This design comes from an exercise in tuning for a short achievable clock period and few clock cycles on the open sky130 flow, not from production work. Function was checked by simulation only, so behaviour that the tests miss may differ from the original. Power is estimated from default activity; no workload was simulated.

==> design/flow/config.mk <==
export PLATFORM = sky130hd
export DESIGN_NAME = cpuCore
export DESIGN_NICKNAME = cpuCore
export VERILOG_FILES = /design/flow/design.v
export SDC_FILE = /design/flow/constraint.sdc
export NUM_CORES = 4
export LEC_CHECK = 0
export CAP_MARGIN = 20
export CORE_MARGIN = 2
export CORE_UTILIZATION = 60
export SLEW_MARGIN = 20
==> design/flow/constraint.sdc <==
create_clock -name core_clock -period 13.0 [get_ports {clk}]
set_input_delay 2.6000 -clock core_clock [delete_from_list [all_inputs] [get_ports {clk}]]
set_output_delay 2.6000 -clock core_clock [all_outputs]
set_load 0.01 [all_outputs]
==> design/flow/design.v <==
`default_nettype none
package isaPkg;
	localparam int dataWidth = 32;
	localparam int regAddrWidth = 5;
	localparam int immWidth = 16;
	localparam int targetWidth = 26;
	localparam logic [dataWidth-1:0] resetPc = 32'hbfc00000;
	typedef logic [dataWidth-1:0] word_t;
	typedef logic [regAddrWidth-1:0] regAddr_t;
	typedef enum logic [5:0] {
		opSpecial = 6'b000000,
		opJ       = 6'b000010,
		opBeq     = 6'b000100,
		opBne     = 6'b000101,
		opAddiu   = 6'b001001,
		opSlti    = 6'b001010,
		opSltiu   = 6'b001011,
		opAndi    = 6'b001100,
		opOri     = 6'b001101,
		opXori    = 6'b001110,
		opLui     = 6'b001111,
		opLb      = 6'b100000,
		opLw      = 6'b100011,
		opLbu     = 6'b100100,
		opSb      = 6'b101000,
		opSw      = 6'b101011
	} opcode_t;
	typedef enum logic [5:0] {
		fnSll  = 6'b000000,
		fnSrl  = 6'b000010,
		fnSra  = 6'b000011,
		fnAddu = 6'b100001,
		fnSubu = 6'b100011,
		fnAnd  = 6'b100100,
		fnOr   = 6'b100101,
		fnXor  = 6'b100110,
		fnNor  = 6'b100111,
		fnSlt  = 6'b101010,
		fnSltu = 6'b101011
	} funct_t;
	typedef struct packed {
		opcode_t opcode;
		regAddr_t rs;
		regAddr_t rt;
		regAddr_t rd;
		logic [4:0] shamt;
		funct_t funct;
	} instr_t;
endpackage
`default_nettype wire
`default_nettype none
package coreCtrlPkg;
	localparam int aluAdd = 0;
	localparam int aluSub = 1;
	localparam int aluAnd = 2;
	localparam int aluOr = 3;
	localparam int aluXor = 4;
	localparam int aluNor = 5;
	localparam int aluSlt = 6;
	localparam int aluSltu = 7;
	localparam int aluSll = 8;
	localparam int aluSrl = 9;
	localparam int aluSra = 10;
	localparam int aluPassB = 11;
	localparam int aluOps = 12;
	typedef struct packed {
		logic [aluOps-1:0] aluSel;
		logic useA;         
		logic useB;         
		logic bIsImm;       
		logic zeroImm;      
		logic upperImm;     
		logic destIsRd;
		logic regWrite;     
		logic isLoad;
		logic isStore;
		logic memByte;      
		logic loadSigned;
		logic isBeq;
		logic isBne;
		logic isJump;
	} ctrlWord_t;
endpackage
`default_nettype wire
`default_nettype none
module instrDecode (
	input wire isaPkg::instr_t instr,
	output coreCtrlPkg::ctrlWord_t ctrl
);
	always_comb
	begin
		ctrl = '0;
		case (instr.opcode)
			isaPkg::opSpecial:
			begin
				ctrl.destIsRd = 1'b1;
				ctrl.regWrite = 1'b1;
				ctrl.useA = 1'b1;
				ctrl.useB = 1'b1;
				case (instr.funct)
					isaPkg::fnAddu: ctrl.aluSel[coreCtrlPkg::aluAdd] = 1'b1;
					isaPkg::fnSubu: ctrl.aluSel[coreCtrlPkg::aluSub] = 1'b1;
					isaPkg::fnAnd: ctrl.aluSel[coreCtrlPkg::aluAnd] = 1'b1;
					isaPkg::fnOr: ctrl.aluSel[coreCtrlPkg::aluOr] = 1'b1;
					isaPkg::fnXor: ctrl.aluSel[coreCtrlPkg::aluXor] = 1'b1;
					isaPkg::fnNor: ctrl.aluSel[coreCtrlPkg::aluNor] = 1'b1;
					isaPkg::fnSlt: ctrl.aluSel[coreCtrlPkg::aluSlt] = 1'b1;
					isaPkg::fnSltu: ctrl.aluSel[coreCtrlPkg::aluSltu] = 1'b1;
					isaPkg::fnSll:
					begin
						ctrl.useA = 1'b0;
						ctrl.aluSel[coreCtrlPkg::aluSll] = 1'b1;
					end
					isaPkg::fnSrl:
					begin
						ctrl.useA = 1'b0;
						ctrl.aluSel[coreCtrlPkg::aluSrl] = 1'b1;
					end
					isaPkg::fnSra:
					begin
						ctrl.useA = 1'b0;
						ctrl.aluSel[coreCtrlPkg::aluSra] = 1'b1;
					end
					default: ctrl = '0;
				endcase
			end
			isaPkg::opAddiu, isaPkg::opSlti, isaPkg::opSltiu:
			begin
				ctrl.regWrite = 1'b1;
				ctrl.useA = 1'b1;
				ctrl.bIsImm = 1'b1;
				if (instr.opcode == isaPkg::opAddiu)
					ctrl.aluSel[coreCtrlPkg::aluAdd] = 1'b1;
				else if (instr.opcode == isaPkg::opSlti)
					ctrl.aluSel[coreCtrlPkg::aluSlt] = 1'b1;
				else
					ctrl.aluSel[coreCtrlPkg::aluSltu] = 1'b1;
			end
			isaPkg::opAndi, isaPkg::opOri, isaPkg::opXori:
			begin
				ctrl.regWrite = 1'b1;
				ctrl.useA = 1'b1;
				ctrl.bIsImm = 1'b1;
				ctrl.zeroImm = 1'b1;
				if (instr.opcode == isaPkg::opAndi)
					ctrl.aluSel[coreCtrlPkg::aluAnd] = 1'b1;
				else if (instr.opcode == isaPkg::opOri)
					ctrl.aluSel[coreCtrlPkg::aluOr] = 1'b1;
				else
					ctrl.aluSel[coreCtrlPkg::aluXor] = 1'b1;
			end
			isaPkg::opLui:
			begin
				ctrl.regWrite = 1'b1;
				ctrl.bIsImm = 1'b1;
				ctrl.upperImm = 1'b1;
				ctrl.aluSel[coreCtrlPkg::aluPassB] = 1'b1;
			end
			isaPkg::opLw, isaPkg::opLb, isaPkg::opLbu:
			begin
				ctrl.regWrite = 1'b1;
				ctrl.useA = 1'b1;
				ctrl.bIsImm = 1'b1;
				ctrl.isLoad = 1'b1;
				ctrl.aluSel[coreCtrlPkg::aluAdd] = 1'b1;
				ctrl.memByte = (instr.opcode != isaPkg::opLw);
				ctrl.loadSigned = (instr.opcode == isaPkg::opLb);
			end
			isaPkg::opSw, isaPkg::opSb:
			begin
				ctrl.useA = 1'b1;
				ctrl.useB = 1'b1;
				ctrl.bIsImm = 1'b1;
				ctrl.isStore = 1'b1;
				ctrl.aluSel[coreCtrlPkg::aluAdd] = 1'b1;
				ctrl.memByte = (instr.opcode == isaPkg::opSb);
			end
			isaPkg::opBeq, isaPkg::opBne:
			begin
				ctrl.useA = 1'b1;
				ctrl.useB = 1'b1;
				ctrl.isBeq = (instr.opcode == isaPkg::opBeq);
				ctrl.isBne = (instr.opcode == isaPkg::opBne);
			end
			isaPkg::opJ: ctrl.isJump = 1'b1;
			default: ctrl = '0;
		endcase
	end
endmodule
`default_nettype wire
`default_nettype none
module regFile (
	input wire logic clk,
	input wire logic resetn,
	input wire isaPkg::regAddr_t raddr1,
	input wire isaPkg::regAddr_t raddr2,
	output isaPkg::word_t rdata1,
	output isaPkg::word_t rdata2,
	input wire logic wen,
	input wire isaPkg::regAddr_t waddr,
	input wire isaPkg::word_t wdata
);
	localparam int numRegs = 2 ** isaPkg::regAddrWidth;
	isaPkg::word_t regs [1:numRegs-1];
	logic [numRegs-1:0] written;
	always_ff @(posedge clk)
	begin
		if (wen && (waddr != '0))
			regs[waddr] <= wdata;
	end
	always_ff @(posedge clk)
	begin
		if (!resetn)
			written <= '0;
		else if (wen && (waddr != '0))
			written[waddr] <= 1'b1;
	end
	assign rdata1 = written[raddr1] ? regs[raddr1] : '0;
	assign rdata2 = written[raddr2] ? regs[raddr2] : '0;
endmodule
`default_nettype wire
`default_nettype none
module prefixAdder #(
	parameter int width = 32
) (
	input wire logic [width-1:0] a,
	input wire logic [width-1:0] b,
	input wire logic cin,
	output logic [width-1:0] sum,
	output logic cout
);
	localparam int levels = (width <= 1) ? 1 : (width <= 2) ? 1 : (width <= 4) ? 2
		: (width <= 8) ? 3 : (width <= 16) ? 4 : (width <= 32) ? 5 : 6;
	logic [width-1:0] prop;
	logic [(levels+1)*width-1:0] gg;
	logic [(levels+1)*width-1:0] pp;
	logic [width:0] carry;
	assign prop = a ^ b;
	assign gg[0] = (a[0] & b[0]) | (prop[0] & cin);
	assign pp[0] = 1'b0;
	assign gg[width-1:1] = a[width-1:1] & b[width-1:1];
	assign pp[width-1:1] = prop[width-1:1];
	for (genvar k = 0; k < levels; k++)
	begin : g_level
		for (genvar i = 0; i < width; i++)
		begin : g_bit
			if (i >= (1 << k))
			begin : g_merge
				assign gg[(k+1)*width+i] = gg[k*width+i] | (pp[k*width+i] & gg[k*width+i-(1<<k)]);
				assign pp[(k+1)*width+i] = pp[k*width+i] & pp[k*width+i-(1<<k)];
			end
			else
			begin : g_pass
				assign gg[(k+1)*width+i] = gg[k*width+i];
				assign pp[(k+1)*width+i] = pp[k*width+i];
			end
		end
	end
	assign carry[0] = cin;
	assign carry[width:1] = gg[levels*width +: width];
	assign sum = prop ^ carry[width-1:0];
	assign cout = carry[width];
endmodule
module incrementer #(
	parameter int width = 30
) (
	input wire logic [width-1:0] a,
	output logic [width-1:0] sum
);
	for (genvar i = 0; i < width; i++)
	begin : g_bit
		if (i == 0)
		begin : g_low
			assign sum[i] = ~a[i];
		end
		else
		begin : g_high
			assign sum[i] = a[i] ^ (&a[i-1:0]);
		end
	end
endmodule
module aluUnit (
	input wire logic [coreCtrlPkg::aluOps-1:0] sel,
	input wire logic subtract,
	input wire isaPkg::word_t a,
	input wire isaPkg::word_t b,
	input wire logic [4:0] shamt,
	output isaPkg::word_t result
);
	isaPkg::word_t sum;
	logic carry;
	logic lessSigned;
	isaPkg::word_t shl;
	isaPkg::word_t shr;
	isaPkg::word_t sha;
	prefixAdder #(.width(32)) i_add (
		.a(a),
		.b(b),
		.cin(subtract),
		.sum(sum),
		.cout(carry)
	);
	assign lessSigned = (a[31] == b[31]) ? a[31] : sum[31];
	assign shl = b << shamt;
	assign shr = b >> shamt;
	assign sha = $signed(b) >>> shamt;
	assign result = ({32{sel[coreCtrlPkg::aluAdd] | sel[coreCtrlPkg::aluSub]}} & sum)
		| ({32{sel[coreCtrlPkg::aluAnd]}} & (a & b))
		| ({32{sel[coreCtrlPkg::aluOr]}} & (a | b))
		| ({32{sel[coreCtrlPkg::aluXor]}} & (a ^ b))
		| ({32{sel[coreCtrlPkg::aluNor]}} & ~(a | b))
		| {31'd0, sel[coreCtrlPkg::aluSlt] & lessSigned}
		| {31'd0, sel[coreCtrlPkg::aluSltu] & ~carry}
		| ({32{sel[coreCtrlPkg::aluSll]}} & shl)
		| ({32{sel[coreCtrlPkg::aluSrl]}} & shr)
		| ({32{sel[coreCtrlPkg::aluSra]}} & sha)
		| ({32{sel[coreCtrlPkg::aluPassB]}} & b);
endmodule
`default_nettype wire
`default_nettype none
module loadAlign (
	input wire logic [1:0] offset,
	input wire logic isByte,
	input wire logic loadSigned,
	input wire isaPkg::word_t rawLoad,
	output isaPkg::word_t loadWord
);
	logic [7:0] laneByte;
	always_comb
	begin
		case (offset)
			2'd0: laneByte = rawLoad[7:0];
			2'd1: laneByte = rawLoad[15:8];
			2'd2: laneByte = rawLoad[23:16];
			default: laneByte = rawLoad[31:24];
		endcase
	end
	assign loadWord = isByte ? {{24{loadSigned & laneByte[7]}}, laneByte} : rawLoad;
endmodule
module storeAlign (
	input wire logic [1:0] offset,
	input wire logic isByte,
	input wire isaPkg::word_t storeData,
	output logic [3:0] storeWen,
	output isaPkg::word_t storeWdata
);
	assign storeWen = isByte ? (4'b0001 << offset) : 4'b1111;
	assign storeWdata = isByte ? {4{storeData[7:0]}} : storeData;
endmodule
`default_nettype wire
`default_nettype none
module cpuCore (
	input wire logic clk,
	input wire logic resetn,
	output logic instReqEn,
	output logic [31:0] instReqAddr,
	input wire logic [31:0] instRdata,
	output logic dataReqEn,
	output logic [3:0] dataReqWen,
	output logic [31:0] dataReqAddr,
	output logic [31:0] dataReqWdata,
	input wire logic [31:0] dataRdata,
	output logic [31:0] tracePc,
	output logic [3:0] traceWen,
	output logic [4:0] traceWnum,
	output logic [31:0] traceWdata
);
	localparam int btbEntries = 4;
	localparam logic [31:2] resetPcW = isaPkg::resetPc[31:2];
	logic [31:2] pcF;        
	logic [31:2] pcFNext;
	logic [31:2] instAddrN;  
	logic [btbEntries-1:0] btbValid;
	logic [31:2] btbTag [btbEntries];
	logic [31:2] btbTgt [btbEntries];
	logic [1:0] btbPtr;
	logic btbIns;            
	logic [31:2] btbInsTag;
	logic [31:2] btbInsTgt;
	logic btbHitF;
	logic [31:2] btbTgtF;
	logic [31:2] pcI;        
	logic [31:2] pcPlus4I;
	logic [31:2] pcFPlus4;
	logic [9:2] brTgtLoI;
	logic brCarryI;
	logic selTgtI;
	logic [31:2] pcFOther;
	logic validI;            
	logic btbHitI;           
	isaPkg::instr_t instrI;
	logic [31:2] fastTgtI;   
	logic isBranchI;
	logic predTakenI;
	logic ftCapture;         
	logic ftValid;
	logic [31:2] ftPc;       
	isaPkg::word_t ftWord;
	logic ftHitR;
	isaPkg::instr_t irR;
	logic [31:2] pcR;
	logic [31:2] pcPlus4R;
	logic brCarryR;
	logic selByIR;           
	logic [31:2] brTgtR;
	logic [31:2] takenTgtR;
	logic fixR;              
	logic btbHitR;
	logic badHitR;           
	logic fixFire;
	logic predTakenR;
	logic validR;
	coreCtrlPkg::ctrlWord_t dec;
	isaPkg::regAddr_t rsR;
	isaPkg::regAddr_t rtR;
	isaPkg::regAddr_t destR;
	logic [15:0] immR;
	isaPkg::word_t immValR;
	logic needA;
	logic needB;
	logic hitEA, hitEB, hitMA, hitMB, hitWA, hitWB;
	logic stallR;
	isaPkg::word_t rfA;
	isaPkg::word_t rfB;
	isaPkg::word_t valA;
	isaPkg::word_t valB;
	logic subR;
	logic validE;
	logic [31:2] pcE;
	isaPkg::word_t opAE, opBE, opCE;
	logic [coreCtrlPkg::aluOps-1:0] aluSelE;
	logic subE;              
	logic [4:0] shamtE;
	isaPkg::regAddr_t destE;
	logic wrE;               
	logic traceE;            
	logic isLoadE, isStoreE, byteE, signedE, isBeqE, isBneE, predTakenE;
	logic [31:2] altPcE;
	logic ftHitE;            
	isaPkg::word_t ftWordE;
	logic [31:2] pc8E;       
	logic [31:2] pc8R;
	logic injectE;
	isaPkg::word_t aE, bE, cE;
	isaPkg::word_t resE;
	logic [1:0] addrLoE;
	logic equalE;
	logic takenE;
	logic redirE;
	logic [3:0] storeWenE;
	isaPkg::word_t storeWdataE;
	logic validM;
	logic [31:2] pcM;
	isaPkg::word_t resM;
	isaPkg::word_t dataAddrN;  
	isaPkg::regAddr_t destM;
	logic wrM, traceM, isLoadM, byteM, signedM;
	logic [1:0] offM;
	logic validW;
	logic [31:2] pcW;
	isaPkg::word_t resW;
	isaPkg::regAddr_t destW;
	logic wrW, traceW, isLoadW, byteW, signedW;
	logic [1:0] offW;
	isaPkg::word_t loadW;
	isaPkg::word_t finalW;
	always_comb
	begin
		btbHitF = 1'b0;
		btbTgtF = '0;
		for (int i = 0; i < btbEntries; i++)
			if (btbValid[i] && btbTag[i] == pcF)
			begin
				btbHitF = 1'b1;
				btbTgtF = btbTgtF | btbTgt[i];
			end
	end
	assign selTgtI = validI && predTakenI && !btbHitI && !redirE && !stallR && !fixFire;
	assign fixFire = validR && (fixR || badHitR) && !stallR;
	always_comb
	begin
		if (redirE)
			pcFOther = injectE ? pc8E : altPcE;
		else if (stallR && validI)
			pcFOther = pcI;
		else if (fixFire)
			pcFOther = fixR ? takenTgtR : pcPlus4R;
		else if (btbHitF)
			pcFOther = btbTgtF;
		else
			pcFOther = pcFPlus4;
	end
	assign pcFNext = selTgtI ? fastTgtI : pcFOther;
	always_ff @(posedge clk)
	begin
		if (!resetn)
		begin
			pcF <= resetPcW;
			instAddrN <= ~resetPcW;
			validI <= 1'b0;
		end
		else
		begin
			pcF <= pcFNext;
			instAddrN <= ~pcFNext;
			validI <= !(redirE || (stallR && validI) || fixFire || selTgtI);
		end
		pcI <= pcF;
		pcPlus4I <= pcFPlus4;
		btbHitI <= btbHitF;
	end
	incrementer #(.width(30)) i_pcFInc (
		.a(pcF),
		.sum(pcFPlus4)
	);
	assign instReqEn = 1'b1;
	assign instReqAddr = {~instAddrN, 2'b00};
	always_ff @(posedge clk)
	begin
		if (!resetn)
		begin
			btbValid <= '0;
			btbPtr <= '0;
		end
		else if (btbIns)
		begin
			btbValid[btbPtr] <= 1'b1;
			btbPtr <= btbPtr + 1'b1;
		end
		if (btbIns)
		begin
			btbTag[btbPtr] <= btbInsTag;
			btbTgt[btbPtr] <= btbInsTgt;
		end
	end
	always_ff @(posedge clk)
	begin
		if (!resetn)
			btbIns <= 1'b0;
		else
			btbIns <= validR && selByIR && !stallR;
		btbInsTag <= pcR;
		btbInsTgt <= takenTgtR;
	end
	assign instrI = isaPkg::instr_t'(instRdata);
	prefixAdder #(.width(8)) i_brTgt (
		.a(pcPlus4I[9:2]),
		.b(instRdata[7:0]),
		.cin(1'b0),
		.sum(brTgtLoI),
		.cout(brCarryI)
	);
	assign fastTgtI = (instrI.opcode == isaPkg::opJ) ? {pcPlus4I[31:28], instRdata[25:0]}
		: {pcPlus4I[31:10], brTgtLoI};
	assign isBranchI = (instrI.opcode == isaPkg::opBeq) || (instrI.opcode == isaPkg::opBne);
	assign predTakenI = (instrI.opcode == isaPkg::opJ)
		| ((instrI.opcode == isaPkg::opBeq) & ((instrI.rs == instrI.rt) | instRdata[15])
			& (instRdata[15:0] != 16'h0000))
		| ((instrI.opcode == isaPkg::opBne) & (instrI.rs != instrI.rt)
			& (instRdata[15:0] != 16'h0000));
	always_ff @(posedge clk)
	begin
		if (!resetn)
		begin
			ftCapture <= 1'b0;
			ftValid <= 1'b0;
		end
		else
		begin
			ftCapture <= selTgtI && isBranchI;
			if (ftCapture)
				ftValid <= !predTakenI;
		end
		if (ftCapture)
		begin
			ftPc <= pcR;
			ftWord <= instRdata;
		end
	end
	always_ff @(posedge clk)
	begin
		if (!resetn)
			validR <= 1'b0;
		else if (redirE)
			validR <= injectE;
		else if (!stallR)
			validR <= validI && !fixFire;
		if (!resetn || redirE)
			selByIR <= 1'b0;
		else if (!stallR)
			selByIR <= selTgtI;
		if (redirE)
		begin
			irR <= isaPkg::instr_t'(ftWordE);
			pcR <= altPcE;
			predTakenR <= 1'b0;
			btbHitR <= 1'b0;
			pcPlus4R <= pc8E;
			brCarryR <= 1'b0;
		end
		else if (!stallR)
		begin
			irR <= instrI;
			pcR <= pcI;
			predTakenR <= predTakenI;
			btbHitR <= btbHitI;
			pcPlus4R <= pcPlus4I;
			brCarryR <= brCarryI;
		end
	end
	instrDecode i_instrDecode (
		.instr(irR),
		.ctrl(dec)
	);
	assign rsR = irR.rs;
	assign rtR = irR.rt;
	assign destR = dec.destIsRd ? irR.rd : irR.rt;
	assign immR = irR[15:0];
	assign immValR = dec.upperImm ? {immR, 16'h0000}
		: (dec.zeroImm ? {16'h0000, immR} : {{16{immR[15]}}, immR});
	prefixAdder #(.width(30)) i_brTgtR (
		.a(pcPlus4R),
		.b({{14{immR[15]}}, immR}),
		.cin(1'b0),
		.sum(brTgtR),
		.cout()
	);
	assign takenTgtR = dec.isJump ? {pcPlus4R[31:28], irR[25:0]} : brTgtR;
	assign badHitR = btbHitR && !predTakenR;
	assign fixR = selByIR && (dec.isBeq || dec.isBne)
		&& !(brCarryR ? (immR[15:8] == 8'hff) : (immR[15:8] == 8'h00));
	assign ftHitR = ftValid && (ftPc == pcR) && predTakenR && (dec.isBeq || dec.isBne);
	incrementer #(.width(30)) i_pc8Inc (
		.a(pcPlus4R),
		.sum(pc8R)
	);
	assign needA = dec.useA && (rsR != '0);
	assign needB = dec.useB && (rtR != '0);
	assign hitEA = needA && validE && wrE && (destE == rsR);
	assign hitEB = needB && validE && wrE && (destE == rtR);
	assign hitMA = needA && validM && wrM && (destM == rsR);
	assign hitMB = needB && validM && wrM && (destM == rtR);
	assign hitWA = needA && validW && wrW && (destW == rsR);
	assign hitWB = needB && validW && wrW && (destW == rtR);
	assign stallR = validR && ((hitEA && isLoadE) || (hitEB && isLoadE)
		|| (!hitEA && hitMA && isLoadM) || (!hitEB && hitMB && isLoadM));
	regFile i_regFile (
		.clk(clk),
		.resetn(resetn),
		.raddr1(rsR),
		.raddr2(rtR),
		.rdata1(rfA),
		.rdata2(rfB),
		.wen(validW && wrW),
		.waddr(destW),
		.wdata(finalW)
	);
	assign subR = dec.aluSel[coreCtrlPkg::aluSub] | dec.aluSel[coreCtrlPkg::aluSlt]
		| dec.aluSel[coreCtrlPkg::aluSltu];
	assign valA = hitMA ? resM : (hitWA ? finalW : rfA);
	assign valB = hitMB ? resM : (hitWB ? finalW : rfB);
	always_ff @(posedge clk)
	begin
		if (!resetn || redirE)
			validE <= 1'b0;
		else
			validE <= validR && !stallR;
		pcE <= pcR;
		opAE <= hitEA ? resE : valA;
		opBE <= (dec.bIsImm ? immValR : (hitEB ? resE : valB)) ^ {32{subR}};
		subE <= subR;
		opCE <= hitEB ? resE : valB;
		aluSelE <= dec.aluSel;
		shamtE <= irR.shamt;
		destE <= destR;
		wrE <= dec.regWrite && (destR != '0);
		traceE <= dec.regWrite;
		isLoadE <= dec.isLoad;
		isStoreE <= dec.isStore;
		byteE <= dec.memByte;
		signedE <= dec.loadSigned;
		isBeqE <= dec.isBeq && (immR != 16'h0000);
		isBneE <= dec.isBne && (immR != 16'h0000);
		predTakenE <= predTakenR;
		altPcE <= predTakenR ? pcPlus4R : takenTgtR;
		ftHitE <= ftHitR || (ftCapture && !predTakenI && predTakenR && (dec.isBeq || dec.isBne));
		ftWordE <= ftCapture ? instRdata : ftWord;
		pc8E <= pc8R;
	end
	assign aE = opAE;
	assign bE = opBE;
	assign cE = opCE;
	aluUnit i_aluUnit (
		.sel(aluSelE),
		.subtract(subE),
		.a(aE),
		.b(bE),
		.shamt(shamtE),
		.result(resE)
	);
	assign addrLoE = aE[1:0] + bE[1:0];
	assign equalE = (opAE == opBE);
	assign takenE = isBeqE ? equalE : !equalE;
	assign redirE = validE && (isBeqE || isBneE) && (takenE != predTakenE);
	assign injectE = ftHitE;
	storeAlign i_storeAlign (
		.offset(addrLoE),
		.isByte(byteE),
		.storeData(cE),
		.storeWen(storeWenE),
		.storeWdata(storeWdataE)
	);
	always_ff @(posedge clk)
	begin
		if (!resetn)
		begin
			validM <= 1'b0;
			dataReqEn <= 1'b0;
			dataReqWen <= 4'b0000;
		end
		else
		begin
			validM <= validE;
			dataReqEn <= validE && (isLoadE || isStoreE);
			dataReqWen <= (validE && isStoreE) ? storeWenE : 4'b0000;
		end
		dataAddrN <= ~resE;
		dataReqWdata <= storeWdataE;
		pcM <= pcE;
		resM <= resE;
		destM <= destE;
		wrM <= wrE;
		traceM <= traceE;
		isLoadM <= isLoadE;
		byteM <= byteE;
		signedM <= signedE;
		offM <= addrLoE;
	end
	assign dataReqAddr = ~dataAddrN;
	always_ff @(posedge clk)
	begin
		if (!resetn)
			validW <= 1'b0;
		else
			validW <= validM;
		pcW <= pcM;
		resW <= resM;
		destW <= destM;
		wrW <= wrM;
		traceW <= traceM;
		isLoadW <= isLoadM;
		byteW <= byteM;
		signedW <= signedM;
		offW <= offM;
	end
	loadAlign i_loadAlign (
		.offset(offW),
		.isByte(byteW),
		.loadSigned(signedW),
		.rawLoad(dataRdata),
		.loadWord(loadW)
	);
	assign finalW = isLoadW ? loadW : resW;
	always_ff @(posedge clk)
	begin
		if (!resetn)
			traceWen <= 4'b0000;
		else
			traceWen <= {4{validW && traceW}};
		tracePc <= {pcW, 2'b00};
		traceWnum <= destW;
		traceWdata <= finalW;
	end
endmodule
`default_nettype wire
==> design/flow/flow/run.sh <==
#!/bin/bash
# Standard ORFS layout, with timing repair aiming below the design's period:
# repair_timing treats any path with less than SETUP_SLACK_MARGIN ns of slack
# as failing, so it keeps upsizing and buffering the critical paths.
set -euo pipefail
bash standard.sh SETUP_SLACK_MARGIN=9.3 finish > standard_flow.log 2>&1
==> design/flow/standard.sh <==
#!/bin/bash
# synth_recipe.tcl (not shown) runs the flow's synth.tcl, then flattens the netlist and writes it again
# the make line also repeats each setting of config.mk as NAME=value (left out here)
make -C /OpenROAD-flow-scripts/flow DESIGN_CONFIG=/design/flow/config.mk WORK_HOME=/design/flow/orfs CLKGATE_MAP_FILE= SYNTH_SCRIPT=/design/flow/synth_recipe.tcl "${@:-finish}"
==> results by group, run 1 <==
Floorplan
  • Initial Util: 60.5%
  • Die outline area: 163000 um^2
  • Die height: 404 um
  • Core Region: 159000 um^2
  • Core Rows: 146
  • I/O pins: 241
  • Die W: 404 um

Cells and area
  • Fill cells: 10400
  • Fin nets: 7625
  • Syn-to-layout area delta: 18.3%
  • Share of layout cells above drive strength 1: 29.9%

Timing
  • Slew of the pin with the lowest slew margin: between 1 and 1.5 ns
  • Skew final: 0.0701 ns
  • Fin. max-slew vios: 0
  • Setup WS post-layout: 8.73 ns
  • Fin crit period: 4.27 ns
  • Final setup TNS: 0 ns
  • Final Cycle Share: 32.8%
  • Max Fclk: 234 MHz
  • RSZ-0062 raised after global routing: true
  • Final setup violation count: 0
  • Headroom to the max-slew limit: 9.59%
  • Final Hold Fails: 0

Global route
  • Vias in the first global route: 65100
  • GRT overflow: 0
  • First-pass GRT wire length: 487000 um
  • Initial antenna violation count: 9
  • Pin count of the biggest net entering global routing: a little under 80
  • GRT Overall Usage: between 40 and 50%

Route
  • DR vias: between 60000 and 70000
  • DRC viols: 0
  • DRT antenna net count: 0
  • Iter 0 DRT Violations: 10700
  • Routed Wire Length: 350000 um
  • Vias per cell: 7.07
  • 1st-pass router iterations: 10
  • Post-DR wirelength/cell: 36.1 um

Logic synthesis
  • Yosys warnings: 4
  • Post-synth EDFFs: roughly 1400
  • Async set-reset flop share out of synthesis: 0%
  • Sequential area share after synthesis: between 50% and 60%
  • Area leader, netlist: edfxtp_1
  • Count leader, synth: edfxtp_1
  • Synth cell count leaders: edfxtp_1, dfxtp_1, nand2_1, mux4_2, nor2_1
  • Top cell type's share of synthesized area: a little over two fifths
  • Post-Synthesis Cells: 7003
  • Top cells by area, synth: edfxtp_1, dfxtp_1, mux4_2
  • Yosys cell types: 113
  • Yosys reg bits: 2101
  • Average size of a mapped cell: around 14 um^2
  • Synth Flop Type: edfxtp_1
  • Mapped cell area: 96100 um^2

Setup path
  • Element type at the critical path start: input port
  • Flop2flop setup slack: 8.80 ns
  • Critical path type: in2reg
  • Path length in cells of the critical path: 13
  • Highest-delay cell along the critical path: nor3b_4
  • Cell family with most CP delay: simple AND/OR/NAND/NOR gates
  • Max incr delay on CP: 0.32 ns
  • R2R depth: 10
  • Crit path capture: instAddrN[8]
  • Cell mode on critical path: buf_4
  • Crit path cell chain: buf_12, xor2_2, nor3_2, nand3_2, mux2i_2, a21oi_4, nor3b_4, buf_4, buf_6, nand3_4, buf_4, a21oi_2, o21ai_1
  • Critical Path Fanout Max: 9
  • R2r endpoint: instAddrN[19]
  • CP Buf/Inv Count: 4
  • Data arrival time of the worst path: 4.95 ns
  • R2r startpoint: irR[26]
  • Worst path required time: 13.68 ns
  • Crit. End Element: flip-flop
  • CP Launch Point: instRdata[17]

Status
  • Outcome: complete, no violations

Pwr
  • Pwr/cell area: 132 nW/um^2
  • Leakage power: 41.0 nW
  • VDD IR-drop max: 0.172 mV

Place
  • GP Congestion: between 1 and 1.5
  • Place WS: 6.72 ns
  • Number of port buffers: about 240
  • Final HPWL from detailed placement: 207000 um

CTS
  • Num CTS Buffers: 207
  • Hold_buf cts: 0
  • Reg clk slew, reported paths: 0.06 ns
  • TritonCTS Sinks: 2101
  • Clock tree buffer depth: 3
  • CTS HTree Levels: 4
  • CTS tree: done
  • Clk latency of the worst-skew pair: 0.87 ns
  • Clock root buffer: clkbuf_16

Job
  • Max Cap Viol: 0

Hold path
  • Hold Crit Class: reg2reg
==> cells in the final DEF (no fill, tap or decap), drive strengths merged, types with 228 or more instances in the layout <==
cell type	netlist	final
o21ai	248	248
xnor2	228	228
inv	241	253
a21oi	296	301
nand2	635	638
dfxtp	715	715
buf	161	625
mux4	626	626
mux2i	288	288
edfxtp	1386	1386
nor2	377	377
clkbuf	345	281
==> repair_timing <==
item,4_1_cts,5_1_grt
cloned,49,7
setup buffers,182,77
setup endpoints to repair,1751,823
pin swaps,124,118
hold endpoints to repair,0,0
gates resized for setup,1384,331
==> layer usage <==
metal	GRT usage (%)	wire length (um)	share of wire (%)	vias to the layer above
met5	0	78	0.022	-
met4	24.8	24700	7.1	10
met3	12.9	46400	13	1105
met2	63.0	156000	45	5158
met1	55.2	122000	35	34300
li1	-	-	-	27900
==> how the worst min path moves through the flow <==
stage	cells after the start	startpoint	end
2_1_floorplan	0	byteM	byteW
3_3_place_gp	0	traceE	traceM
3_5_place_dp	0	offM[0]	offW[0]
4_1_cts	0	pcM[13]	pcW[13]
5_1_grt	0	pcM[5]	pcW[5]
6_report	0	pcW[3]	tracePc[3]
==> area by class of cell <==
type | count | area [um^2] | area share [%]
antenna | 4 | 10.0 | 0.00880
timing repair inverter | 5 | 38.8 | 0.0341
inverter | 243 | 955 | 0.840
sequential | 2101 | 56200 | 49.5
multi-input combinational | 4199 | 40200 | 35.4
clock buffer | 277 | 5720 | 5.03
clock inverter | 106 | 1060 | 0.930
tap | 2072 | 2590 | 2.28
timing repair buffer | 674 | 6850 | 6.03
==> kinds of logic (layout without fill, tap and decap cells) <==
family	count (synthesis)	after routing	share of synthesized area, %
muxes	992	992	18.6
other	2	9	0.00782
xor gates and xnor gates	314	314	2.86
AOI/OAI and AO/OA	1159	1189	8.07
buffers and inverters	749	1305	3.11
and+or+nand+nor	1558	1571	7.46
DFF	2101	2101	58.2
adders and majority gates	128	128	1.70
==> metrics by stage <==
stage	util (%)	hold slack (ns)	power, mW	instances	area [um^2]
6_report	71.6	0.326	15.1	9681	114000
5_1_grt	71.6	0.328	15.4	9677	114000
4_1_cts	70.3	0.323	14.9	9593	112000
3_5_place_dp	63.9	0.312	8.91	8979	101000
3_3_place_gp	63.9	0.310	8.89	8978	101000
2_1_floorplan	-	0.310	8.35	7006	96900
==> state kept, by name, indices dropped and copies added, names as in the netlist, 32 cells and up, named ones only <==
signal / count
resW: 32
btbTgt: 120
irR: 32
dataReqWdata: 32
ftWord: 32
opBE: 32
i_regFile.written: 32
opAE: 32
traceWdata: 32
opCE: 32
resM: 32
i_regFile.regs: 992
btbTag: 120
dataAddrN: 32
==> power by group <==
group	switching (mW)	internal, mW
sequential	0.190	7.26
combinational	0.937	0.649
clock	2.61	3.42
Testbench counts, summed over its fixed seeds: cycles 9,821.
==> run 2: changes to the inputs <==
--- a/design/flow/design.v
+++ b/design/flow/design.v
@@ -425,6 +425,8 @@
 	isaPkg::word_t valA;
 	isaPkg::word_t valB;
 	logic subR;
+	logic loadA;             
+	logic loadB;
 	logic validE;
 	logic [31:2] pcE;
 	isaPkg::word_t opAE, opBE, opCE;
@@ -642,8 +644,11 @@
 	assign hitMB = needB && validM && wrM && (destM == rtR);
 	assign hitWA = needA && validW && wrW && (destW == rsR);
 	assign hitWB = needB && validW && wrW && (destW == rtR);
+	assign loadA = !hitEA && !hitMA && hitWA && isLoadW;
+	assign loadB = !hitEB && !hitMB && hitWB && isLoadW;
 	assign stallR = validR && ((hitEA && isLoadE) || (hitEB && isLoadE)
-		|| (!hitEA && hitMA && isLoadM) || (!hitEB && hitMB && isLoadM));
+		|| (!hitEA && hitMA && isLoadM) || (!hitEB && hitMB && isLoadM)
+		|| (loadB && subR && !dec.bIsImm));
 	regFile i_regFile (
 		.clk(clk),
 		.resetn(resetn),
@@ -657,8 +662,8 @@
 	);
 	assign subR = dec.aluSel[coreCtrlPkg::aluSub] | dec.aluSel[coreCtrlPkg::aluSlt]
 		| dec.aluSel[coreCtrlPkg::aluSltu];
-	assign valA = hitMA ? resM : (hitWA ? finalW : rfA);
-	assign valB = hitMB ? resM : (hitWB ? finalW : rfB);
+	assign valA = hitMA ? resM : (hitWA ? resW : rfA);
+	assign valB = hitMB ? resM : (hitWB ? resW : rfB);
 	always_ff @(posedge clk)
 	begin
 		if (!resetn || redirE)
@@ -666,10 +671,11 @@
 		else
 			validE <= validR && !stallR;
 		pcE <= pcR;
-		opAE <= hitEA ? resE : valA;
-		opBE <= (dec.bIsImm ? immValR : (hitEB ? resE : valB)) ^ {32{subR}};
+		opAE <= loadA ? loadW : (hitEA ? resE : valA);
+		opBE <= (loadB && !dec.bIsImm) ? loadW
+			: ((dec.bIsImm ? immValR : (hitEB ? resE : valB)) ^ {32{subR}});
 		subE <= subR;
-		opCE <= hitEB ? resE : valB;
+		opCE <= loadB ? loadW : (hitEB ? resE : valB);
 		aluSelE <= dec.aluSel;
 		shamtE <= irR.shamt;
 		destE <= destR;
==> design/flow/flow/run.sh (replaced) <==
#!/bin/bash
# Standard ORFS layout, with timing repair aiming below the design's period:
# repair_timing treats any path with less than SETUP_SLACK_MARGIN ns of slack
# as failing, so it keeps upsizing and buffering the critical paths.
# Gate cloning in the last timing repair can leave a driver just over its
# max slew or capacitance; if the finished layout reports that, the layout is
# made again without cloning (the first try is kept in orfs_try1/).
set -uo pipefail

clean() {
	local rpt=orfs/reports/sky130hd/cpuCore/base/6_finish.rpt
	[[ -f out/final.def && -f $rpt ]] || return 1
	awk '/^max slew/ {s = 1} /^max capacitance/ {s = 1} /^max fanout/ {s = 0} /^=====/ {s = 0}
		s && /VIOLATED/ {bad = 1} END {exit bad}' "$rpt"
}

bash standard.sh SETUP_SLACK_MARGIN=9.3 finish > standard_flow.log 2>&1
if ! clean; then
	mv orfs orfs_try1
	mv standard_flow.log standard_flow_try1.log
	rm -f out/final.def
	bash standard.sh SETUP_SLACK_MARGIN=9.3 SKIP_GATE_CLONING=1 finish > standard_flow.log 2>&1
fi
==> run 2 against run 1 <==
Still clean. Utilization up 0.22 points. Clock-buffer cell count up 17. Register-to-register slack better by 0.15 ns. Combinational power up 9%. Non-clock buffer count down 37. Global-route usage up 1.3 points. Highest routed layer unchanged. Critical path depth down 2. Worst hold slack worse by 0.0038 ns.
==> results by group, run 2 <==
Floorplan
  • Initial Util: 60.4% (was 60.5%)
  • I/O pins: 241 (unchanged)
  • Die outline area: 165000 um^2 (was 163000 um^2)
  • Die height: 406 um (was 404 um)
  • Die W: 406 um (was 404 um)
  • Core Region: 161000 um^2 (was 159000 um^2)
  • Core Rows: 147 (was 146)

Route
  • Met2 WL: 156000 um (about the same)
  • Iter 0 DRT Violations: 12400 (was 10700)
  • DRC viols: 0 (unchanged)
  • Vias per cell: 7.17 (was 7.07)
  • DR vias: 70600 (was 68500)
  • DRT antenna net count: 0 (unchanged)
  • Routed Wire Length: 366000 um (was 350000 um)
  • WL met3: 54100 um (was 46400 um)
  • Post-DR wirelength/cell: 37.2 um (was 36.1 um)
  • Max layer used: met5 (unchanged)
  • Wl on met1: 129000 um (was 122000 um)
  • 1st-pass router iterations: 9 (was 10)

Logic synthesis
  • Top cells by area, synth: edfxtp_1, mux4_2, dfxtp_1 (was edfxtp_1, dfxtp_1, mux4_2)
  • Post-Synthesis Cells: 7136 (was 7003)
  • Area leader, netlist: edfxtp_1 (unchanged)
  • Count leader, synth: edfxtp_1 (unchanged)
  • Yosys reg bits: 2101 (unchanged)
  • Mapped cell area: 97200 um^2 (was 96100 um^2)
  • Sequential area share after synthesis: 57.6% (was 58.2%)
  • Synth Flop Type: edfxtp_1 (unchanged)
  • Yosys cell types: 110 (was 113)
  • Async set-reset flop share out of synthesis: 0% (unchanged)
  • Post-synth EDFFs: 1386 (unchanged)
  • Yosys warnings: 4 (unchanged)
  • Average size of a mapped cell: 13.6 um^2 (was 13.7 um^2)
  • Top cell type's share of synthesized area: 42.8% (was 43.3%)
  • Synth cell count leaders: edfxtp_1, dfxtp_1, mux4_2, nand2_1, nor2_1 (was edfxtp_1, dfxtp_1, nand2_1, mux4_2, nor2_1)

Timing
  • Slew of the pin with the lowest slew margin: 1.30 ns (was 1.36 ns)
  • RSZ-0062 raised after global routing: true (unchanged)
  • Final setup violation count: 0 (unchanged)
  • Max Fclk: 245 MHz (was 234 MHz)
  • Fin. max-slew vios: 0 (unchanged)
  • Skew final: 0.0567 ns (was 0.0701 ns)
  • Headroom to the max-slew limit: 13.2% (was 9.59%)
  • Final setup TNS: 0 ns (unchanged)
  • Fin crit period: 4.09 ns (was 4.27 ns)
  • Fin Hold WS: 0.323 ns (was 0.326 ns)
  • Final Cycle Share: 31.4% (was 32.8%)
  • Final Hold Fails: 0 (unchanged)

Place
  • GP Congestion: 1.03 (was 1.00)
  • Number of port buffers: 235 (unchanged)
  • Final HPWL from detailed placement: 213000 um (was 207000 um)

Global route
  • First-pass GRT wire length: 503000 um (was 487000 um)
  • GRT overflow: 0 (unchanged)
  • Vias in the first global route: 66300 (was 65100)
  • Initial antenna violation count: 37 (was 9)
  • GRT Overall Usage: 43.6% (was 42.3%)
  • Pin count of the biggest net entering global routing: 68 (was 77)

Setup path
  • Data arrival time of the worst path: 4.83 ns (was 4.95 ns)
  • R2r startpoint: irR[28] (was irR[26])
  • Element type at the critical path start: input port (unchanged)
  • R2R depth: 15 (was 10)
  • Worst path required time: 13.74 ns (was 13.68 ns)
  • R2r endpoint: instAddrN[27] (was instAddrN[19])
  • Critical Path Fanout Max: 4 (was 9)
  • Crit. End Element: flip-flop (unchanged)
  • Flop2flop setup slack: 8.95 ns (was 8.80 ns)
  • Critical path type: in2reg (unchanged)

Cells and area
  • Biggest regs: i_regFile.regs: 992 flops, btbTag: 120 flops, btbTgt: 120 flops (unchanged)
  • Commonest non-fill, non-tap cells in the layout: edfxtp_1, mux4_2, nand2_1, dfxtp_1, nor2_1 (unchanged)
  • Commonest non-fill, non-tap cell in the layout: edfxtp_1 (unchanged)
  • Share of layout cells above drive strength 1: 30.3% (was 29.9%)
  • Fin nets: 7688 (was 7625)
  • Syn-to-layout area delta: 18.9% (was 18.3%)
  • Fill cells: 10600 (was 10400)
  • Number of flip-flops in the largest register: 992 (unchanged)
  • Largest reg by FF count: i_regFile.regs (unchanged)

CTS
  • Reg clk slew, reported paths: 0.06 ns (about the same)
  • Clock root buffer: clkbuf_16 (unchanged)
  • Num CTS Buffers: 208 (was 207)
  • CTS tree: done (unchanged)
  • Clk latency of the worst-skew pair: 0.89 ns (was 0.87 ns)
  • TritonCTS Sinks: 2101 (unchanged)
  • CTS HTree Levels: 4 (unchanged)
  • Clock tree buffer depth: 3 (unchanged)

Status
  • Outcome: complete, no violations (unchanged)

Pwr
  • Leakage power: 41.3 nW (was 41.0 nW)
  • VDD IR-drop max: 0.154 mV (was 0.172 mV)
  • Pwr/cell area: 134 nW/um^2 (was 132 nW/um^2)

Job
  • Max Cap Viol: 0 (unchanged)

Hold path
  • Hold Path Origin: pcW[15] (was pcW[3])
  • Worst hold stages: 0 (unchanged)
  • Hold Path End: tracePc[15] (was tracePc[3])
  • Hold Crit Class: reg2reg (unchanged)
## run 2: routing by layer
metal / vias up / global-route usage, %
li1: 28200 / -
met1: 35300 / 58.2
met2: 5734 / 62.3
met3: 1272 / 14.9
met4: 34 / 25.6
met5: - / 1.16
## run 2: per-stage QoR
stage	setup slack, ns	std cells	cell area (um^2)	utilization, %	power, mW
3_3_place_gp	6.71	9145	102000	63.6	8.98
2_1_floorplan	8.40	7139	98100	-	8.42
6_report	8.91	9851	115000	71.8	15.4
5_1_grt	8.89	9840	115000	71.8	15.7
4_1_cts	8.90	9779	114000	70.6	15.3
3_5_place_dp	6.66	9145	102000	63.6	9.00
## run 2: repair_timing
item                                    4_1_cts  5_1_grt
gates resized for setup                    1415      323
gates cloned                                 50       13
endpoints found under the setup margin     1797     1036
pin swaps                                   102       59
hold buffers                                  0        0
buffers inserted                            192       44
## run 2: worst max-delay path by stage
stage / slack, ns / start / endpoint / cells after the start
final: 8.91 / instRdata[30] / instAddrN[27] / 11
after global routing: 8.89 / instRdata[30] / instAddrN[27] / 11
after CTS: 8.90 / traceWen[0] / traceWen[2] / 2
after detailed placement: 6.66 / instRdata[23] / pcF[28] / 11
after global placement: 6.71 / instRdata[23] / pcF[28] / 11
after floorplan: 8.40 / instRdata[30] / instAddrN[21] / 10
## run 2: area by class of cell
class	instances	area, um^2	area share, %
well taps	2160	2700	2.34
inverters	235	906	0.784
clock buffers	294	6010	5.20
flip-flops and latches	2101	56300	48.7
diodes	15	37.5	0.0325
repair buffers	637	7010	6.07
clock inverters	98	1030	0.896
repair inverters	1	5.00	0.00433
multi-input cells	4310	41500	36.0
## run 2: logic make-up (layout without fill, tap and decap cells)
family | Yosys count | in the layout | share of synthesized area (%)
simple gates | 1628 | 1637 | 7.64
compound gates | 1217 | 1248 | 8.38
flops | 2101 | 2101 | 57.6
fa+ha+maj | 128 | 128 | 1.68
buf+inv | 771 | 1265 | 3.30
mux | 1006 | 1009 | 18.9
xor+xnor | 283 | 283 | 2.55
other cells | 2 | 20 | 0.00773
## run 2: critical path: stages
cell and delay [ns]:
buf_6 0.10, or3_4 0.42, nor3b_4 0.23, and2_4 0.20, a31oi_4 0.13, nor3_4 0.16
nand4_1 0.14, buf_6 0.20, buf_12 0.14, or3_4 0.33, and3_1 0.16
## run 2: power by group
group | switching, mW | internal (mW) | leakage, nW
sequential | 0.186 | 7.27 | 18.8
combinational | 1.04 | 0.708 | 19.1
clock | 2.67 | 3.56 | 3.47
Testbench counts of run 2, summed over its fixed seeds: cycles 9,821.
==> run 3: changes to the inputs <==
--- a/design/flow/design.v
+++ b/design/flow/design.v
@@ -369,7 +369,6 @@
 	localparam logic [31:2] resetPcW = isaPkg::resetPc[31:2];
 	logic [31:2] pcF;        
 	logic [31:2] pcFNext;
-	logic [31:2] instAddrN;  
 	logic [btbEntries-1:0] btbValid;
 	logic [31:2] btbTag [btbEntries];
 	logic [31:2] btbTgt [btbEntries];
@@ -498,13 +497,11 @@
 		if (!resetn)
 		begin
 			pcF <= resetPcW;
-			instAddrN <= ~resetPcW;
 			validI <= 1'b0;
 		end
 		else
 		begin
 			pcF <= pcFNext;
-			instAddrN <= ~pcFNext;
 			validI <= !(redirE || (stallR && validI) || fixFire || selTgtI);
 		end
 		pcI <= pcF;
@@ -516,7 +513,7 @@
 		.sum(pcFPlus4)
 	);
 	assign instReqEn = 1'b1;
-	assign instReqAddr = {~instAddrN, 2'b00};
+	assign instReqAddr = {pcF, 2'b00};
 	always_ff @(posedge clk)
 	begin
 		if (!resetn)
==> run 3 against run 2 <==
Still clean. Utilization about the same. Clock skew decreased by 0.0028 ns. Area after synthesis decreased by 0.45%. Combinational power decreased by 5%. Setup slack got worse by 0.14 ns. Via count increased by 0.11%. Worst hold slack got worse by 0.00077 ns. Sequential cell count decreased by 30. First-iteration DRC count decreased by 7.4%. Synthesized cell count decreased by 0.25%. Cell area decreased by 0.26%. Critical path depth unchanged. Critical endpoint is now pcF[23].
==> results by group, run 3 <==
Setup path
  • Data arrival time of the worst path: 4.94 ns (was 4.83 ns)
  • Critical Path Fanout Max: 5 (was 4)
  • Crit. End Element: flip-flop (unchanged)
  • Element type at the critical path start: input port (unchanged)
  • Critical path type: in2reg (unchanged)
  • Worst path required time: 13.72 ns (was 13.74 ns)

CTS
  • CTS tree: done (unchanged)
  • Clk latency of the worst-skew pair: 0.88 ns (was 0.89 ns)
  • CTS HTree Levels: 4 (unchanged)
  • Hold_buf cts: 0 (unchanged)
  • Reg clk slew, reported paths: 0.06 ns (about the same)
  • Clock tree buffer depth: 3 (unchanged)
  • Clock root buffer: clkbuf_16 (unchanged)
  • TritonCTS Sinks: 2071 (was 2101)
  • Num CTS Buffers: 204 (was 208)

Floorplan
  • Die height: 405 um (was 406 um)
  • Initial Util: 60.3% (was 60.4%)
  • Core Rows: 147 (unchanged)
  • I/O pins: 241 (unchanged)
  • Die outline area: 164000 um^2 (was 165000 um^2)
  • Core Region: 160000 um^2 (was 161000 um^2)
  • Die W: 405 um (was 406 um)

Pwr
  • Overall power: 15.1 mW (was 15.4 mW)
  • Pwr/cell area: 131 nW/um^2 (was 134 nW/um^2)
  • VDD IR-drop max: 0.179 mV (was 0.154 mV)
  • Leakage power: 41.3 nW (about the same)

Route
  • 1st-pass router iterations: 10 (was 9)
  • Routed Wire Length: 363000 um (was 366000 um)
  • Post-DR wirelength/cell: 36.7 um (was 37.2 um)
  • DRC viols: 0 (unchanged)
  • DR vias: 70700 (was 70600)
  • Iter 0 DRT Violations: 11500 (was 12400)
  • DRT antenna net count: 0 (unchanged)
  • Vias per cell: 7.15 (was 7.17)

Timing
  • Final Cycle Share: 32.5% (was 31.4%)
  • Setup WS post-layout: 8.77 ns (was 8.91 ns)
  • Final setup TNS: 0 ns (unchanged)
  • Fin. max-slew vios: 0 (unchanged)
  • RSZ-0062 raised after global routing: true (unchanged)
  • Skew final: 0.0539 ns (was 0.0567 ns)
  • Slew of the pin with the lowest slew margin: 1.28 ns (was 1.30 ns)
  • Final Hold Fails: 0 (unchanged)
  • Final setup violation count: 0 (unchanged)
  • Fin crit period: 4.23 ns (was 4.09 ns)
  • Headroom to the max-slew limit: 14.4% (was 13.2%)
  • Max Fclk: 237 MHz (was 245 MHz)

Status
  • Outcome: complete, no violations (unchanged)

Logic synthesis
  • Async set-reset flop share out of synthesis: 0% (unchanged)
  • Post-Synthesis Cells: 7118 (was 7136)
  • Synth Flop Type: edfxtp_1 (unchanged)
  • Yosys reg bits: 2071 (was 2101)
  • Synth cell count leaders: edfxtp_1, dfxtp_1, mux4_2, nand2_1, nor2_1 (unchanged)
  • Top cell type's share of synthesized area: 43.0% (was 42.8%)
  • Yosys warnings: 4 (unchanged)
  • Area leader, netlist: edfxtp_1 (unchanged)
  • Average size of a mapped cell: 13.6 um^2 (about the same)
  • Post-synth EDFFs: 1386 (unchanged)
  • Mapped cell area: 96700 um^2 (was 97200 um^2)
  • Top cells by area, synth: edfxtp_1, mux4_2, dfxtp_1 (unchanged)
  • Count leader, synth: edfxtp_1 (unchanged)
  • Sequential area share after synthesis: 57.2% (was 57.6%)
  • Yosys cell types: 96 (was 110)

Global route
  • Initial antenna violation count: 32 (was 37)
  • GRT overflow: 0 (unchanged)
  • Pin count of the biggest net entering global routing: 117 (was 68)
  • Vias in the first global route: 65800 (was 66300)
  • GRT Overall Usage: 43.0% (was 43.6%)
  • First-pass GRT wire length: 497000 um (was 503000 um)

Place
  • Number of port buffers: 235 (unchanged)
  • Final HPWL from detailed placement: 214000 um (was 213000 um)
  • Place WS: 6.69 ns (was 6.66 ns)
  • GP Congestion: 1.01 (was 1.03)

Cells and area
  • Commonest non-fill, non-tap cells in the layout: edfxtp_1, mux4_2, nand2_1, dfxtp_1, nor2_1 (unchanged)
  • Largest reg by FF count: i_regFile.regs (unchanged)
  • Number of flip-flops in the largest register: 992 (unchanged)
  • Share of layout cells above drive strength 1: 30.2% (was 30.3%)
  • Syn-to-layout area delta: 19.1% (was 18.9%)
  • Fill cells: 10500 (was 10600)
  • Multi-input gate area: 41700 um^2 (was 41500 um^2)
  • Area taken by flip-flops and latches: 55700 um^2 (was 56300 um^2)
  • Biggest regs: i_regFile.regs: 992 flops, btbTag: 120 flops, btbTgt: 120 flops (unchanged)
  • Commonest non-fill, non-tap cell in the layout: edfxtp_1 (unchanged)
  • Fin nets: 7734 (was 7688)

Job
  • Max Cap Viol: 0 (unchanged)

Hold path
  • Hold Crit Class: reg2reg (unchanged)
[run 3: kinds of logic (layout without fill, tap and decap cells)]
| family | after synthesis | count (layout) | share of synthesized area [%] |
|---|---|---|---|
| buffers and inverters | 754 | 1303 | 3.14 |
| AND/OR/NAND/NOR | 1636 | 1642 | 7.71 |
| multiplexers | 999 | 1013 | 18.9 |
| flip-flops | 2071 | 2071 | 57.2 |
| AO/OA/AOI/OAI | 1241 | 1268 | 8.76 |
| adder cells (fa/ha/maj) | 128 | 128 | 1.69 |
| other | 2 | 17 | 0.00776 |
| XOR/XNOR | 287 | 287 | 2.60 |
[run 3: worst paths after layout]
kind,from,endpoint,slack (ns),depth (start not counted)
min reg2reg,pcM[17],pcW[17],0.32,0
max reg2reg,pcF[3],pcF[2],8.91,13
min,pcM[17],pcW[17],0.32,0
max,instRdata[30],pcF[23],8.77,11
[run 3: power by group]
group | switching (mW) | internal (mW) | leakage (nW)
combinational | 0.971 | 0.687 | 19.4
sequential | 0.209 | 7.17 | 18.5
clock | 2.59 | 3.43 | 3.37
total | 3.77 | 11.3 | 41.3
[run 3: what timing repair did]
| item | in CTS | in global routing |
|---|---|---|
| setup buffers | 213 | 75 |
| pin swaps | 102 | 83 |
| cloned | 41 | 23 |
| setup endpoints to repair | 2141 | 1214 |
| resized for setup | 1400 | 349 |
[run 3: routing by layer]
layer	track usage, %	share of wire, %
met1	57.8	35
met2	62.9	43
met3	13.2	14
met4	23.9	6.9
met5	0	0.058
[run 3: worst max-delay path, stage by stage]
cell and delay (ns):
buf_8 0.09, or3_4 0.42, nor3b_4 0.26, and2_4 0.25, a31oi_4 0.12, buf_6 0.14, or3_4 0.40, a21oi_4 0.23
buf_6 0.17, a32o_1 0.16, a22oi_1 0.08
[run 3: through the flow]
step	hold slack, ns	cell area [um^2]	std cells	utilization [%]
after floorplan	0.310	97600	7121	-
after global placement	0.310	102000	9142	63.6
final	0.322	115000	9889	71.8
after global routing	0.325	115000	9877	71.8
after detailed placement	0.312	102000	9142	63.6
after CTS	0.323	113000	9779	70.4
[run 3: cell type report]
| type | instances | share of cell area, % |
|---|---|---|
| sequential | 2071 | 48.4 |
| multi-input combinational | 4343 | 36.2 |
| timing repair buffer | 700 | 6.42 |
| clock buffer | 287 | 5.11 |
| tap | 2160 | 2.35 |
| clock inverter | 96 | 0.807 |
| inverter | 220 | 0.720 |
| antenna | 12 | 0.0261 |
Testbench counts of run 3, summed over its fixed seeds: cycles 9,821.
==> run 4: changes to the inputs <==
--- a/design/flow/design.v
+++ b/design/flow/design.v
@@ -369,6 +369,7 @@
 	localparam logic [31:2] resetPcW = isaPkg::resetPc[31:2];
 	logic [31:2] pcF;        
 	logic [31:2] pcFNext;
+	logic [31:2] instAddrN;  
 	logic [btbEntries-1:0] btbValid;
 	logic [31:2] btbTag [btbEntries];
 	logic [31:2] btbTgt [btbEntries];
@@ -436,6 +437,7 @@
 	logic wrE;               
 	logic traceE;            
 	logic isLoadE, isStoreE, byteE, signedE, isBeqE, isBneE, predTakenE;
+	logic ldE, ldM, ldW;     
 	logic [31:2] altPcE;
 	logic ftHitE;            
 	isaPkg::word_t ftWordE;
@@ -497,11 +499,13 @@
 		if (!resetn)
 		begin
 			pcF <= resetPcW;
+			instAddrN <= ~resetPcW;
 			validI <= 1'b0;
 		end
 		else
 		begin
 			pcF <= pcFNext;
+			instAddrN <= ~pcFNext;
 			validI <= !(redirE || (stallR && validI) || fixFire || selTgtI);
 		end
 		pcI <= pcF;
@@ -513,7 +517,7 @@
 		.sum(pcFPlus4)
 	);
 	assign instReqEn = 1'b1;
-	assign instReqAddr = {pcF, 2'b00};
+	assign instReqAddr = {~instAddrN, 2'b00};
 	always_ff @(posedge clk)
 	begin
 		if (!resetn)
@@ -643,9 +647,9 @@
 	assign hitWB = needB && validW && wrW && (destW == rtR);
 	assign loadA = !hitEA && !hitMA && hitWA && isLoadW;
 	assign loadB = !hitEB && !hitMB && hitWB && isLoadW;
-	assign stallR = validR && ((hitEA && isLoadE) || (hitEB && isLoadE)
-		|| (!hitEA && hitMA && isLoadM) || (!hitEB && hitMB && isLoadM)
-		|| (loadB && subR && !dec.bIsImm));
+	assign stallR = validR && ((needA && ldE && (destE == rsR)) || (needB && ldE && (destE == rtR))
+		|| (needA && ldM && (destM == rsR)) || (needB && ldM && (destM == rtR))
+		|| (needB && !dec.bIsImm && subR && ldW && (destW == rtR)));
 	regFile i_regFile (
 		.clk(clk),
 		.resetn(resetn),
@@ -664,9 +668,15 @@
 	always_ff @(posedge clk)
 	begin
 		if (!resetn || redirE)
+		begin
 			validE <= 1'b0;
+			ldE <= 1'b0;
+		end
 		else
+		begin
 			validE <= validR && !stallR;
+			ldE <= validR && !stallR && dec.isLoad && (destR != '0);
+		end
 		pcE <= pcR;
 		opAE <= loadA ? loadW : (hitEA ? resE : valA);
 		opBE <= (loadB && !dec.bIsImm) ? loadW
@@ -718,12 +728,14 @@
 		if (!resetn)
 		begin
 			validM <= 1'b0;
+			ldM <= 1'b0;
 			dataReqEn <= 1'b0;
 			dataReqWen <= 4'b0000;
 		end
 		else
 		begin
 			validM <= validE;
+			ldM <= ldE;
 			dataReqEn <= validE && (isLoadE || isStoreE);
 			dataReqWen <= (validE && isStoreE) ? storeWenE : 4'b0000;
 		end
@@ -743,9 +755,15 @@
 	always_ff @(posedge clk)
 	begin
 		if (!resetn)
+		begin
 			validW <= 1'b0;
+			ldW <= 1'b0;
+		end
 		else
+		begin
 			validW <= validM;
+			ldW <= ldM;
+		end
 		pcW <= pcM;
 		resW <= resM;
 		destW <= destM;
==> run 4 against run 3 <==
Still clean on timing, DRC and antenna. Via count grew 0.67%. Sequential power grew 0.8%. Clock power grew 4.0%. First-iteration DRC count shrank 5.3%. Area after synthesis grew 1.7%. Global-route usage shrank 1.3 points. Clock-buffer cell count shrank 5.
==> results by group, run 4 <==
Floorplan
  • Core Rows: 148 (was 147)
  • I/O pins: 241 (unchanged)
  • Die outline area: 167000 um^2 (was 164000 um^2)
  • Die W: 409 um (was 405 um)
  • Initial Util: 60.4% (was 60.3%)
  • Core Region: 163000 um^2 (was 160000 um^2)
  • Die height: 409 um (was 405 um)

CTS
  • CTS HTree Levels: 4 (unchanged)
  • Clk latency of the worst-skew pair: 0.89 ns (was 0.88 ns)
  • TritonCTS Sinks: 2104 (was 2071)
  • Reg clk slew, reported paths: 0.07 ns (was 0.06 ns)
  • CTS tree: done (unchanged)
  • Clock root buffer: clkbuf_16 (unchanged)
  • Num CTS Buffers: 207 (was 204)
  • Clock tree buffer depth: 3 (unchanged)

Logic synthesis
  • Post-Synthesis Cells: 7292 (was 7118)
  • Post-synth EDFFs: 1386 (unchanged)
  • Average size of a mapped cell: 13.5 um^2 (was 13.6 um^2)
  • Yosys cell types: 117 (was 96)
  • Synth Flop Type: edfxtp_1 (unchanged)
  • Area leader, netlist: edfxtp_1 (unchanged)
  • Top cell type's share of synthesized area: 42.3% (was 43.0%)
  • Async set-reset flop share out of synthesis: 0% (unchanged)
  • Synth cell count leaders: edfxtp_1, dfxtp_1, mux4_2, nand2_1, nor2_1 (unchanged)
  • Yosys warnings: 4 (unchanged)
  • Count leader, synth: edfxtp_1 (unchanged)
  • Sequential area share after synthesis: 56.9% (was 57.2%)
  • Mapped cell area: 98400 um^2 (was 96700 um^2)
  • Yosys reg bits: 2104 (was 2071)
  • Top cells by area, synth: edfxtp_1, mux4_2, dfxtp_1 (unchanged)

Global route
  • GRT Overall Usage: 41.8% (was 43.0%)
  • Vias in the first global route: 67200 (was 65800)
  • Pin count of the biggest net entering global routing: 77 (was 117)
  • GRT overflow: 0 (unchanged)
  • First-pass GRT wire length: 497000 um (about the same)
  • Initial antenna violation count: 31 (was 32)

Timing
  • Slew of the pin with the lowest slew margin: 1.28 ns (about the same)
  • Final setup violation count: 0 (unchanged)
  • Final setup TNS: 0 ns (unchanged)
  • Fin Hold WS: 0.303 ns (was 0.322 ns)
  • Fin crit period: 4.34 ns (was 4.23 ns)
  • Fin. max-slew vios: 0 (unchanged)
  • Final Hold Fails: 0 (unchanged)
  • Final Cycle Share: 33.4% (was 32.5%)
  • RSZ-0062 raised after global routing: true (unchanged)
  • Max Fclk: 230 MHz (was 237 MHz)
  • Headroom to the max-slew limit: 14.2% (was 14.4%)
  • Skew final: 0.0554 ns (was 0.0539 ns)

Setup path
  • Highest-delay cell along the critical path: dlygate4sd2_1 (was or3_4)
  • Worst path required time: 13.69 ns (was 13.72 ns)
  • Max incr delay on CP: 0.66 ns (was 0.42 ns)
  • Crit path cell chain: dlygate4sd2_1, nor4b_4, buf_6, o2111ai_4, nor3_4, buf_6, a21oi_4, buf_6, buf_12, nand2_8, a311oi_4, o21ai_1 (was buf_8, or3_4, nor3b_4, and2_4, a31oi_4, buf_6, or3_4, a21oi_4, buf_6, a32o_1, a22oi_1)
  • Data arrival time of the worst path: 5.03 ns (was 4.94 ns)
  • CP Buf/Inv Count: 5 (was 3)
  • Cell family with most CP delay: buffers and inverters (was simple AND/OR/NAND/NOR gates)
  • Critical Path Fanout Max: 8 (was 5)
  • Element type at the critical path start: input port (unchanged)
  • Crit. End Element: flip-flop (unchanged)
  • Cell mode on critical path: buf_6
  • Critical path type: in2reg (unchanged)

Hold path
  • Hold Crit Class: reg2reg (unchanged)

Route
  • DRC viols: 0 (unchanged)
  • DRT antenna net count: 0 (unchanged)
  • Routed Wire Length: 360000 um (was 363000 um)
  • 1st-pass router iterations: 6 (was 10)
  • Vias per cell: 7.10 (was 7.15)
  • Post-DR wirelength/cell: 35.9 um (was 36.7 um)
  • Iter 0 DRT Violations: 10900 (was 11500)
  • DR vias: 71200 (was 70700)

Cells and area
  • Fill cells: 10600 (was 10500)
  • Number of flip-flops in the largest register: 992 (unchanged)
  • Syn-to-layout area delta: 18.9% (was 19.1%)
  • Area taken by flip-flops and latches: 56300 um^2 (was 55700 um^2)
  • Biggest regs: i_regFile.regs: 992 flops, btbTag: 120 flops, btbTgt: 120 flops (unchanged)
  • Largest reg by FF count: i_regFile.regs (unchanged)
  • Multi-input gate area: 42700 um^2 (was 41700 um^2)
  • Commonest non-fill, non-tap cell in the layout: edfxtp_1 (unchanged)
  • Share of layout cells above drive strength 1: 30.9% (was 30.2%)
  • Fin nets: 7848 (was 7734)
  • Commonest non-fill, non-tap cells in the layout: edfxtp_1, mux4_2, nand2_1, dfxtp_1, nor2_1 (unchanged)

Pwr
  • Leakage power: 41.9 nW (was 41.3 nW)
  • VDD IR-drop max: 0.188 mV (was 0.179 mV)
  • Pwr/cell area: 131 nW/um^2 (about the same)

Place
  • Number of port buffers: 235 (unchanged)
  • GP Congestion: 0.990 (was 1.01)
  • Final HPWL from detailed placement: 212000 um (was 214000 um)

Job
  • Max Cap Viol: 0 (unchanged)

Status
  • Outcome: complete, no violations (unchanged)
-- run 4: cell types whose count changed in the layout (fill, tap and decap cells not counted), sizes merged, moves of 14 or more --
cell	before	now
nor2b	26	54
a21oi	347	390
a22o	44	21
buf	637	608
a221oi	39	62
dlygate4sd2	6	21
inv	225	250
xnor2	194	219
dfxtp	685	718
clkdlybuf4s50	17	3
and3	51	31
nor2	441	465
nand4	80	63
nand3	114	141
-- run 4: power breakdown --
part           internal [mW]  switching (mW)
clock                   3.59            2.68
combinational          0.660           0.922
sequential              7.26           0.172
-- run 4: logic make-up (layout without fill, tap and decap cells) --
logic type,count (synthesis),after routing,share of synthesized area [%]
AOI/OAI and AO/OA,1249,1279,8.66
xor gates and xnor gates,322,322,2.87
adders and majority gates,128,128,1.66
buffers and inverters,794,1300,3.40
DFF,2104,2104,56.9
muxes,1015,1015,18.6
other,2,14,0.00763
and+or+nand+nor,1678,1685,7.86
-- run 4: final timing paths --
path / from / slack (ns) / cells after the start / endpoint
worst max-delay path: instRdata[26] / 8.66 / 12 / instAddrN[15]
worst min-delay path: pcW[12] / 0.30 / 0 / tracePc[12]
worst max register to register: pcF[22] / 8.80 / 12 / instAddrN[7]
worst min register to register: pcW[12] / 0.30 / 0 / tracePc[12]
-- run 4: cell type report --
cell class / instances / share of cell area [%]
well taps: 2175 / 2.33
inverters: 238 / 0.778
clock buffers: 282 / 5.00
diodes: 9 / 0.0192
multi-input cells: 4434 / 36.5
repair buffers: 669 / 6.24
flip-flops and latches: 2104 / 48.1
clock inverters: 111 / 1.05
-- run 4: metrics by stage --
step / setup WS (ns) / instances / cell area, um^2 / util, % / total power [mW]
2_1_floorplan: 8.41 / 7295 / 99400 / - / 8.35
3_3_place_gp: 6.68 / 9302 / 103000 / 63.6 / 8.83
3_5_place_dp: 6.62 / 9302 / 103000 / 63.6 / 8.84
4_1_cts: 8.71 / 9897 / 114000 / 70.3 / 15.1
5_1_grt: 8.61 / 10000 / 117000 / 71.9 / 15.6
6_report: 8.66 / 10000 / 117000 / 71.9 / 15.3
-- run 4: per-layer routing --
metal	GRT usage, %	wire length [um]	part of all wire, %	vias to the layer above
met3	11.5	50400	14	1160
li1	-	-	-	28800
met5	0	217	0.060	-
met4	23.2	23500	6.5	34
met1	55.8	125000	35	35600
met2	62.2	160000	45	5570
-- run 4: worst reg2reg max path, stage by stage, from the launching register on --
cell      delay, ns
dfxtp_1        0.70
xnor2_1        0.19
nand4_1        0.19
or4_1          0.54
nor4_4         0.32
buf_6          0.45
nor4_2         0.07
buf_4          0.32
clkinv_2       0.38
o21ai_0        0.17
mux2_4         0.31
a211oi_2       0.26
o21ai_0        0.11
-- run 4: repair_timing --
item | CTS | global route
buffers inserted | 163 | 91
endpoints found under the setup margin | 1942 | 1171
hold endpoints to repair | 0 | 0
pin swaps | 123 | 84
hold buffers | 0 | 0
cloned | 39 | 23
resized for setup | 1466 | 322
Testbench counts of run 4, summed over its fixed seeds: cycles 9,821.

## what the ideal ports hide
No port has a modelled driver above. Below, the same layouts with a new extraction and two added sets of constraints.
Step 1: set_driving_cell puts a clkbuf_16 on clk and a buf_2 on each other input, an assumption about the parent block.
Step 2 moves the port delays by t, midway between the first and last clock arrival at a register: inputs arrive t later, outputs are due t later. That takes back most of the time a late clock gives input paths.
Slacks: no drivers / after step 1 / after step 2; pairs: no drivers / after step 1.
run	shift t [ns]	slack for setup (ns)	hold slack, ns
run 1	0.924	8.732 / 8.688 / 7.764	0.326 / 0.326 / 0.326
run 2	0.942	8.915 / 8.884 / 8.024	0.323 / 0.323 / 0.323
run 3	0.936	8.772 / 8.817 / 7.881	0.322 / 0.322 / 0.322
run 4	0.949	8.661 / 8.714 / 7.766	0.303 / 0.303 / 0.303
After both steps setup and hold are still met in every run listed. The setup slack of run 1, which loses most, moves by -0.044 ns with the drivers and by -0.968 ns with both steps.
